This is an optimization exercise on Yosys and OpenROAD, whose aim is small area, not a production implementation. Function was checked by simulation only, so behaviour that the tests miss may differ from the original. No activity file was given, so power comes from the tool's default toggle rates.

run 1:
// cpu_core
module cpu_core (
	input  wire logic                  clk,
	input  wire logic                  resetn,
	output logic                       inst_req,
	output logic                       inst_wr,
	output logic [1:0]                 inst_size,
	output logic [32-1:0]      inst_addr,
	output logic [32-1:0]      inst_wdata,
	input  wire logic                  inst_addr_ok,
	input  wire logic                  inst_data_ok,
	input  wire logic [32-1:0] inst_rdata,
	output logic [32-1:0]      debug_wb_pc,
	output logic [3:0]                 debug_wb_rf_wen,
	output logic [4:0]                 debug_wb_rf_wnum,
	output logic [32-1:0]      debug_wb_rf_wdata
);
	logic [1:0]            phase;
	logic                  clear;
	logic                  run;
	logic [25:0]           ir;
	logic [1:0]            itype;
	logic                  iwr;
	logic [32-1:0] pc;
	logic [4:0]            dst;
	logic [7:0]            rs_byte;
	logic [7:0]            rt_byte;
	logic [7:0]            result;
	logic                  is_slt;
  ...
clock: 6.0 ns
lec_check: 0
cap_margin: 10
core_margin: 2
core_utilization: 65
place_density: 0.75
setup_slack_margin: 0.1
slew_margin: 10
synth_hierarchical: 1
standard.sh (not shown) runs the stock make flow with config.mk's settings and CLKGATE_MAP_FILE= SYNTH_SCRIPT=/design/flow/synth_recipe.tcl, a recipe that flattens the netlist after the stock synthesis.
==> flow/flow/run.sh <==
#!/bin/bash
# The standard layout (standard.sh, with the standard synthesis
# unchanged), with two changes to how the layout is made:
#  - clock tree: clkbuf_4 buffers, leaf clusters of at most 10 sinks within
#    40 um, and no dummy loads
#  - port buffers: buf_1 (every input and output port still gets one)
# make's full output goes to standard_flow.log in this folder; each ORFS
# step also keeps its own log under orfs/logs/.
set -euo pipefail
here=$(pwd)
export CTS_ARGS="-sink_clustering_enable -repair_clock_nets -dont_use_dummy_load -buf_list sky130_fd_sc_hd__clkbuf_4 -sink_clustering_size 10 -sink_clustering_max_diameter 40"
export BUFFER_PORTS_ARGS="-buffer_cell sky130_fd_sc_hd__buf_1"
bash standard.sh > "$here/standard_flow.log" 2>&1
Run 1: done, clean on timing, DRC and antenna
diff inputs: run 1 => run 2
-- flow/flow/run.sh --
<<< run 1, line 4
#  - clock tree: clkbuf_4 buffers, leaf clusters of at most 10 sinks within
#    40 um, and no dummy loads
>>> run 2, line 4
#  - clock tree: clkbuf_4 buffers, leaf clusters of at most 11 sinks within
#    45 um, and no dummy loads
<<< run 1, line 11
export CTS_ARGS="-sink_clustering_enable -repair_clock_nets -dont_use_dummy_load -buf_list sky130_fd_sc_hd__clkbuf_4 -sink_clustering_size 10 -sink_clustering_max_diameter 40"
>>> run 2, line 11
export CTS_ARGS="-sink_clustering_enable -repair_clock_nets -dont_use_dummy_load -buf_list sky130_fd_sc_hd__clkbuf_4 -sink_clustering_size 11 -sink_clustering_max_diameter 45"
### Flow results
Every run in the comparison, run 2 and run 1, completed the flow with a clean layout. Run 1 → run 2: routed wire length dropped about 0.54%; utilization after layout now sits lower; buffering overhead neither gained nor lost much; sequential power share saw an increase. For run 2, the uppermost metal layer occupied by signal nets was met5, unlike run 1, where it was met4. Run 1 has higher H-tree depth reported by CTS than run 2.
Input changes introduced in run 3 (baseline for comparison: run 2):
-- flow/flow/run.sh --
<<< run 2, line 5
#    45 um, and no dummy loads
>>> run 3, line 5
#    40 um, and no dummy loads
<<< run 2, line 11
export CTS_ARGS="-sink_clustering_enable -repair_clock_nets -dont_use_dummy_load -buf_list sky130_fd_sc_hd__clkbuf_4 -sink_clustering_size 11 -sink_clustering_max_diameter 45"
>>> run 3, line 11
export CTS_ARGS="-sink_clustering_enable -repair_clock_nets -dont_use_dummy_load -buf_list sky130_fd_sc_hd__clkbuf_4 -sink_clustering_size 11 -sink_clustering_max_diameter 40"
--- outcome ---
- Comparing run 3 and run 2, the lower share of power burned in the clock network was measured on run 2.
- Looking at run 3 and run 2, the area growth from synthesis to layout is a wash.
- [run 3] total power rose 0.33% relative to run 2

Another version of the RTL of cpu_core (not shown whole).
Size in the first run: about 2,600 cells after synthesis, ~1,100 flip-flops, ~0.033 sq mm of cells after synthesis.
export LEC_CHECK = 0
export CAP_MARGIN = 10
export CORE_MARGIN = 2
export CORE_UTILIZATION = 65
export PLACE_DENSITY = 0.75
export SETUP_SLACK_MARGIN = 0.1
export SLEW_MARGIN = 10
export SYNTH_HIERARCHICAL = 1
create_clock -name core_clock -period 6.0 [get_ports {clk}]
==> flow/flow/run.sh <==
#!/bin/bash
# The standard layout (standard.sh, with the standard synthesis
# unchanged), with three changes to how the layout is made:
#  - clock tree: clkbuf_4 buffers, leaf clusters of at most 11 sinks within
#    45 um, and no dummy loads
#  - port buffers: buf_1 (every input and output port still gets one, except
#    the constant outputs, which the standard flow leaves unbuffered too)
#  - tie cells: each synthesis tie cell is kept as it is, not copied once
#    per load
# make's full output goes to standard_flow.log in this folder; each ORFS
# step also keeps its own log under orfs/logs/.
set -euo pipefail
here=$(pwd)
export CTS_ARGS="-sink_clustering_enable -repair_clock_nets -dont_use_dummy_load -buf_list sky130_fd_sc_hd__clkbuf_4 -sink_clustering_size 11 -sink_clustering_max_diameter 45"
export BUFFER_PORTS_ARGS="-buffer_cell sky130_fd_sc_hd__buf_1"
export SKIP_REPAIR_TIE_FANOUT=1
bash standard.sh > "$here/standard_flow.log" 2>&1
Edit:
--- a/flow/flow/run.sh
+++ b/flow/flow/run.sh
@@ -3 +3 @@
-# unchanged), with three changes to how the layout is made:
+# unchanged), with two changes to how the layout is made:
@@ -6,4 +6 @@
-#  - port buffers: buf_1 (every input and output port still gets one, except
-#    the constant outputs, which the standard flow leaves unbuffered too)
-#  - tie cells: each synthesis tie cell is kept as it is, not copied once
-#    per load
+#  - port buffers: buf_1 (every input and output port still gets one)
@@ -16 +12,0 @@
-export SKIP_REPAIR_TIE_FANOUT=1
What happened: Utilization is higher by 0.25 points; worst setup slack improved by 0.023 ns; critical path depth is unchanged; total power is about the same; combinational power is lower by about 3%; wire length is lower by about 1%.

Setup of 08-15:
cpu_core, a different RTL version from the one above (not shown whole).
Size: roughly 33000 µm² of cells after synthesis.
export LEC_CHECK = 0
export CAP_MARGIN = 10
export CORE_MARGIN = 2
export CORE_UTILIZATION = 65
export PLACE_DENSITY = 0.7
export SETUP_SLACK_MARGIN = 0.1
export SLEW_MARGIN = 10
export SYNTH_HIERARCHICAL = 1
create_clock -name core_clock -period 6.0 [get_ports {clk}]
==> flow/flow/run.sh <==
#!/bin/bash
# The standard layout (standard.sh, with the standard synthesis
# unchanged), with three changes to how the layout is made:
#  - clock tree: clkbuf_4 buffers, leaf clusters of at most 11 sinks within
#    45 um, and no dummy loads
#  - port buffers: buf_1 (every input and output port still gets one, except
#    the constant outputs, which the standard flow leaves unbuffered too)
#  - tie cells: each synthesis tie cell is kept as it is, not copied once
#    per load
# make's full output goes to standard_flow.log in this folder; each ORFS
# step also keeps its own log under orfs/logs/.
set -euo pipefail
here=$(pwd)
export CTS_ARGS="-sink_clustering_enable -repair_clock_nets -dont_use_dummy_load -buf_list sky130_fd_sc_hd__clkbuf_4 -sink_clustering_size 11 -sink_clustering_max_diameter 45"
export BUFFER_PORTS_ARGS="-buffer_cell sky130_fd_sc_hd__buf_1"
export SKIP_REPAIR_TIE_FANOUT=1
bash standard.sh > "$here/standard_flow.log" 2>&1
Relative to 08-15, the following input files were edited for 04-14:
Settings: a change of PLACE_DENSITY from 0.7 to 0.75.
### Flow results
| part of the total power dissipated in combinational logic | 04-14 vs 08-15 | ≈ equal |. 08-15 → 04-14: area growth from synthesis to final layout saw little to no change, via total after detailed routing fell by 0.66%.

afterwards: timing with drivers on the ports:
The results above use ideal ports. As a check the final layouts listed here were re-extracted and re-timed, cells and wires unchanged. Step 1 (the two cells are an assumption about what drives the block):
set clk [get_ports {clk}]
set_driving_cell -lib_cell sky130_fd_sc_hd__clkbuf_16 $clk
set_driving_cell -lib_cell sky130_fd_sc_hd__buf_2 [delete_from_list [all_inputs] $clk]
Step 2 times the ports against the registers' clock, not the clock port: input delays grow and output delays shrink by t, the midpoint of the rising clock arrivals with the driver on. Three values: ideal, step 1, step 2; two values: the first two.
run	t, ns	setup WS [ns]	hold WS [ns]	worst setup path at the end	worst slew at a driven data input, ns
run 1	1.007	0.487 / 0.487 / 0.487	0.279 / 0.279 / 0.279	register to register	0.05
run 2	0.924	0.576 / 0.576 / 0.576	0.270 / 0.270 / 0.270	register to register	0.05
run 3	0.911	0.486 / 0.486 / 0.486	0.282 / 0.282 / 0.282	register to register	0.05
the first run of note 2	0.947	0.772 / 0.772 / 0.772	0.276 / 0.276 / 0.276	register to register	0.05
the second run of note 2	0.954	0.795 / 0.795 / 0.795	0.264 / 0.264 / 0.264	register to register	0.05
08-15	0.962	0.463 / 0.463 / 0.463	0.307 / 0.307 / 0.307	register to register	0.04
04-14	0.960	0.573 / 0.573 / 0.573	0.279 / 0.279 / 0.279	register to register	0.05
After both steps every run listed still meets setup and hold.
